What follows belongs to an exercise in optimizing a design on an open flow for small area; a production flow would make more cautious choices. In this exercise RTL edits were held to simulation tests only and were not proved equivalent to the original. Power figures rest on the tool's default switching activity, not on a simulated workload.

Design gray_window_3x3, start of the top module:
module gray_window_3x3 #(
  parameter int IMG_WIDTH  = img_params_pkg::IMG_WIDTH_DEF,
  parameter int IMG_HEIGHT = img_params_pkg::IMG_HEIGHT_DEF,
  parameter int DATA_WIDTH = img_params_pkg::DATA_WIDTH_DEF
) (
  input  logic                              clk,
  input  logic                              rstn,
  input  logic                              start,
  input  logic                              in_valid,
  input  logic [DATA_WIDTH-1:0]             in_data,
  output logic                              in_ready,
  output logic                              win_valid,
  output logic [9*DATA_WIDTH-1:0]           win_data,
  output logic [$clog2(IMG_HEIGHT)-1:0]     out_row,
  output logic [$clog2(IMG_WIDTH)-1:0]      out_col,
  output logic                              busy,
  output logic                              done
);
Size in the first run: ~3600 flip-flops, about 100 I/O pins, about 110000 µm² of cells after synthesis.
==> module gray_line_ram, before the edit <==
module gray_line_ram #(
  parameter int DEPTH = 443,
  parameter int DW    = 8
) (
  input  logic                clk,
  input  logic                en,
  input  logic                en0,
  input  logic [DW-1:0]       din,
  output logic [DEPTH*DW-1:0] q
);
  logic [DW-1:0]           head_q;
  logic [(DEPTH-2)*DW-1:0] mid_q;
  logic [DW-1:0]           last_q;
  always_ff @(posedge clk) begin
    if (en || en0) head_q <= din;
    if (en)        mid_q  <= {mid_q[(DEPTH-3)*DW-1:0], head_q};
    last_q <= mid_q[(DEPTH-2)*DW-1 -: DW];
  end
  assign q = {last_q, mid_q, head_q};
endmodule
==> module gray_window_3x3, before the edit <==
module gray_window_3x3 #(
  parameter int IMG_WIDTH  = img_params_pkg::IMG_WIDTH_DEF,
  parameter int IMG_HEIGHT = img_params_pkg::IMG_HEIGHT_DEF,
  parameter int DATA_WIDTH = img_params_pkg::DATA_WIDTH_DEF
) (
  input  logic                              clk,
  input  logic                              rstn,
  input  logic                              start,
  input  logic                              in_valid,
  input  logic [DATA_WIDTH-1:0]             in_data,
  output logic                              in_ready,
  output logic                              win_valid,
  output logic [9*DATA_WIDTH-1:0]           win_data,
  output logic [$clog2(IMG_HEIGHT)-1:0]     out_row,
  output logic [$clog2(IMG_WIDTH)-1:0]      out_col,
  output logic                              busy,
  output logic                              done
);
  localparam int DW    = DATA_WIDTH;
  localparam int W     = IMG_WIDTH;
  localparam int AW    = $clog2(IMG_WIDTH);
  localparam int RW    = $clog2(IMG_HEIGHT);
  localparam int DEPTH = 2 * W + 3;
  img_params_pkg::gw_state_e    state_q, state_d;
  logic [AW-1:0]                ccol_q, ccol_d;
  logic [RW-1:0]                crow_q, crow_d;
  logic                         win_valid_q, win_valid_d;
  logic                         done_q, done_d;
  logic                         in_ready_q, in_ready_d;
  logic                         accept;
  logic                         first;
  logic                         shift_en;
  logic [DEPTH*DW-1:0]          line_q;
  logic                         pt, pb, pl, pr;
  assign accept   = in_valid && in_ready_q;
  assign first    = (ccol_q == AW'(W - 1));
  assign shift_en = (accept && !first) || (state_q == ST_EOL) ||
                    (state_q == ST_FLUSH);
  gray_line_ram #(.DEPTH(DEPTH), .DW(DW)) u_line (
    .clk  (clk),
    .en   (shift_en),
    .en0  (accept),
    .din  (~in_data),
    .q    (line_q)
  );
  always_comb begin
    state_d     = state_q;
    ccol_d      = ccol_q;
    crow_d      = crow_q;
    win_valid_d = 1'b0;
    done_d      = 1'b0;
    case (state_q)
      ST_IDLE: begin
        if (start) begin
          state_d = ST_ACTIVE;
          ccol_d  = AW'(W - 1);
          crow_d  = RW'(-2);
        end
      end
      ST_ACTIVE: begin
        if (accept) begin
          ccol_d = (ccol_q == AW'(W)) ? '0 : ccol_q + AW'(1);
          if (first) crow_d = crow_q + RW'(1);
          else       win_valid_d = (crow_q != '1);
          if (ccol_q == AW'(W - 3)) state_d = ST_EOL;
        end
      end
      ST_EOL: begin
        ccol_d      = AW'(W - 1);
        win_valid_d = (crow_q != '1);
        state_d     = (crow_q == RW'(IMG_HEIGHT - 2)) ? ST_FLUSH : ST_ACTIVE;
      end
      ST_FLUSH: begin
        win_valid_d = 1'b1;
        crow_d      = RW'(IMG_HEIGHT - 1);
        if (crow_q != RW'(IMG_HEIGHT - 1)) ccol_d = '0;
        else                               ccol_d = ccol_q + AW'(1);
        if (crow_q == RW'(IMG_HEIGHT - 1) && ccol_q == AW'(W - 2))
          state_d = ST_DONE;
      end
      ST_DONE: begin
        state_d = ST_IDLE;
        done_d  = 1'b1;
      end
      default: state_d = ST_IDLE;
    endcase
    in_ready_d = (state_d == ST_ACTIVE);
  end
  always_ff @(posedge clk or negedge rstn) begin
    if (!rstn) begin
      state_q     <= ST_IDLE;
      win_valid_q <= 1'b0;
      done_q      <= 1'b0;
      in_ready_q  <= 1'b0;
    end else begin
      state_q     <= state_d;
      win_valid_q <= win_valid_d;
      done_q      <= done_d;
      in_ready_q  <= in_ready_d;
    end
  end
  always_ff @(posedge clk) begin
    ccol_q <= ccol_d;
    crow_q <= crow_d;
  end
  assign pt = (crow_q == '0);
  assign pb = (crow_q == RW'(IMG_HEIGHT - 1));
  assign pl = (ccol_q == '0);
  assign pr = (ccol_q == AW'(W - 1));
  for (genvar gi = 0; gi < 3; gi++) begin : g_r
    for (genvar gj = 0; gj < 3; gj++) begin : g_c
      localparam int K = 3*gi + gj;
      localparam int P = (2 - gi) * W + (2 - gj);
      logic kill;
      assign kill = (gi == 0 && pt) || (gi == 2 && pb) ||
                    (gj == 0 && pl) || (gj == 2 && pr);
      assign win_data[DW*K +: DW] = ~(line_q[DW*P +: DW] | {DW{kill}});
    end
  end
  assign in_ready  = in_ready_q;
  assign win_valid = win_valid_q;
  assign out_row   = crow_q;
  assign out_col   = ccol_q;
  assign busy      = (state_q != ST_IDLE);
  assign done      = done_q;
endmodule
export LEC_CHECK = 0
export CAP_MARGIN = 20
export CORE_MARGIN = 2
export CORE_UTILIZATION = 60
export PLACE_DENSITY = 0.7
export SLEW_MARGIN = 20
create_clock -name core_clock -period 10.0 [get_ports {clk}]
standard.sh (not shown) runs the stock make flow with config.mk's settings and CLKGATE_MAP_FILE= SYNTH_SCRIPT=/design/flow/synth_recipe.tcl, a recipe that flattens the netlist after the stock synthesis.
==> flow/flow/run.sh <==
#!/bin/bash
# The standard layout (standard.sh), with two changes passed through the
# environment: clock tree synthesis without dummy loads and with clustering
# of our own choice, and the smallest buffer for the port buffers.
export CTS_ARGS="-sink_clustering_enable -repair_clock_nets -dont_use_dummy_load -buf_list sky130_fd_sc_hd__clkbuf_8 -sink_clustering_size 18 -sink_clustering_max_diameter 50"
export BUFFER_PORTS_ARGS="-buffer_cell sky130_fd_sc_hd__buf_1"
bash standard.sh > standard_sh.log 2>&1
Then changed:
--- a/flow/design.v
+++ b/flow/design.v
@@ -17,21 +17,16 @@
   parameter int DW    = 8
 ) (
   input  logic                clk,
   input  logic                en,
-  input  logic                en0,
   input  logic [DW-1:0]       din,
   output logic [DEPTH*DW-1:0] q
 );
-  logic [DW-1:0]           head_q;
-  logic [(DEPTH-2)*DW-1:0] mid_q;
-  logic [DW-1:0]           last_q;
+  logic [DEPTH*DW-1:0] sr_q;
   always_ff @(posedge clk) begin
-    if (en || en0) head_q <= din;
-    if (en)        mid_q  <= {mid_q[(DEPTH-3)*DW-1:0], head_q};
-    last_q <= mid_q[(DEPTH-2)*DW-1 -: DW];
+    if (en) sr_q <= {sr_q[(DEPTH-1)*DW-1:0], din};
   end
-  assign q = {last_q, mid_q, head_q};
+  assign q = sr_q;
 endmodule
 import img_params_pkg::*;
 module gray_window_3x3 #(
   parameter int IMG_WIDTH  = img_params_pkg::IMG_WIDTH_DEF,
@@ -59,31 +54,29 @@
   img_params_pkg::gw_state_e    state_q, state_d;
   logic [AW-1:0]                ccol_q, ccol_d;
   logic [RW-1:0]                crow_q, crow_d;
   logic                         win_valid_q, win_valid_d;
+  logic                         vshift_q, vshift_d;
   logic                         done_q, done_d;
   logic                         in_ready_q, in_ready_d;
   logic                         accept;
-  logic                         first;
   logic                         shift_en;
   logic [DEPTH*DW-1:0]          line_q;
   logic                         pt, pb, pl, pr;
   assign accept   = in_valid && in_ready_q;
-  assign first    = (ccol_q == AW'(W - 1));
-  assign shift_en = (accept && !first) || (state_q == ST_EOL) ||
-                    (state_q == ST_FLUSH);
+  assign shift_en = accept || (state_q == ST_FLUSH);
   gray_line_ram #(.DEPTH(DEPTH), .DW(DW)) u_line (
     .clk  (clk),
     .en   (shift_en),
-    .en0  (accept),
-    .din  (~in_data),
+    .din  (in_data),
     .q    (line_q)
   );
   always_comb begin
     state_d     = state_q;
     ccol_d      = ccol_q;
     crow_d      = crow_q;
     win_valid_d = 1'b0;
+    vshift_d    = 1'b0;
     done_d      = 1'b0;
     case (state_q)
       ST_IDLE: begin
         if (start) begin
@@ -94,20 +87,25 @@
       end
       ST_ACTIVE: begin
         if (accept) begin
           ccol_d = (ccol_q == AW'(W)) ? '0 : ccol_q + AW'(1);
-          if (first) crow_d = crow_q + RW'(1);
-          else       win_valid_d = (crow_q != '1);
+          if (ccol_q == AW'(W - 1)) begin
+            crow_d = crow_q + RW'(1);
+          end else begin
+            win_valid_d = (crow_q != '1);
+          end
           if (ccol_q == AW'(W - 3)) state_d = ST_EOL;
         end
       end
       ST_EOL: begin
         ccol_d      = AW'(W - 1);
         win_valid_d = (crow_q != '1);
+        vshift_d    = 1'b1;
         state_d     = (crow_q == RW'(IMG_HEIGHT - 2)) ? ST_FLUSH : ST_ACTIVE;
       end
       ST_FLUSH: begin
         win_valid_d = 1'b1;
+        vshift_d    = 1'b1;
         crow_d      = RW'(IMG_HEIGHT - 1);
         if (crow_q != RW'(IMG_HEIGHT - 1)) ccol_d = '0;
         else                               ccol_d = ccol_q + AW'(1);
         if (crow_q == RW'(IMG_HEIGHT - 1) && ccol_q == AW'(W - 2))
@@ -134,23 +132,28 @@
       in_ready_q  <= in_ready_d;
     end
   end
   always_ff @(posedge clk) begin
-    ccol_q <= ccol_d;
-    crow_q <= crow_d;
+    ccol_q   <= ccol_d;
+    crow_q   <= crow_d;
+    vshift_q <= vshift_d;
   end
   assign pt = (crow_q == '0);
   assign pb = (crow_q == RW'(IMG_HEIGHT - 1));
   assign pl = (ccol_q == '0);
   assign pr = (ccol_q == AW'(W - 1));
   for (genvar gi = 0; gi < 3; gi++) begin : g_r
     for (genvar gj = 0; gj < 3; gj++) begin : g_c
-      localparam int K = 3*gi + gj;
-      localparam int P = (2 - gi) * W + (2 - gj);
-      logic kill;
-      assign kill = (gi == 0 && pt) || (gi == 2 && pb) ||
-                    (gj == 0 && pl) || (gj == 2 && pr);
-      assign win_data[DW*K +: DW] = ~(line_q[DW*P +: DW] | {DW{kill}});
+      localparam int K  = 3*gi + gj;
+      localparam int PN = (2 - gi) * W + (2 - gj);
+      localparam int PS = (PN > 0) ? PN - 1 : 0;
+      logic kill, sel_n, sel_s;
+      assign kill  = (gi == 0 && pt) || (gi == 2 && pb) ||
+                     (gj == 0 && pl) || (gj == 2 && pr);
+      assign sel_n = !kill && !vshift_q;
+      assign sel_s = !kill && vshift_q && (PN > 0);
+      assign win_data[DW*K +: DW] = (line_q[DW*PN +: DW] & {DW{sel_n}}) |
+                                    (line_q[DW*PS +: DW] & {DW{sel_s}});
     end
   end
   assign in_ready  = in_ready_q;
   assign win_valid = win_valid_q;
Clock skew rose by 0.049 ns.
Register-to-register slack improved by 0.11 ns.
Design area increases by 0.73%.
Clock power increases by about 0.7%.
Die area goes up by 0.63%.
Non-clock buffer count rises by 17.
Global-route usage went up by 0.49 points.
Combinational power grows by 42%.
Via count goes up by 2.2%.
Worst setup slack is worse by 0.16 ns.
Count of clock-buffer cells in the layout is higher by 2.
First-iteration DRC count rose by 1.8%.

separate check: timing with driven ports:
In the flow no input, the clock included, has a driving cell. The finished layouts below were timed again as built, in two steps. Step 1 (the two cells are an assumption about what drives the block):
set clk [get_ports {clk}]
set_driving_cell -lib_cell sky130_fd_sc_hd__clkbuf_16 $clk
set_driving_cell -lib_cell sky130_fd_sc_hd__buf_2 [delete_from_list [all_inputs] $clk]
Step 2 times the ports against the registers' clock, not the clock port: input delays grow and output delays shrink by t, the midpoint of the rising clock arrivals with the driver on. Three values: no drivers, after step 1, after step 2; two values: the first two.
run | t (ns) | setup WS [ns] | hold slack, ns | slew at the worst register clock pin (ns)
the first run | 0.989 | 4.378 / 4.302 / 4.702 | 0.350 / 0.350 / 0.350 | 0.11 / 0.11
the second run | 1.002 | 4.216 / 4.142 / 4.874 | 0.281 / 0.281 / 0.281 | 0.11 / 0.11
After both steps every run listed still meets setup and hold.
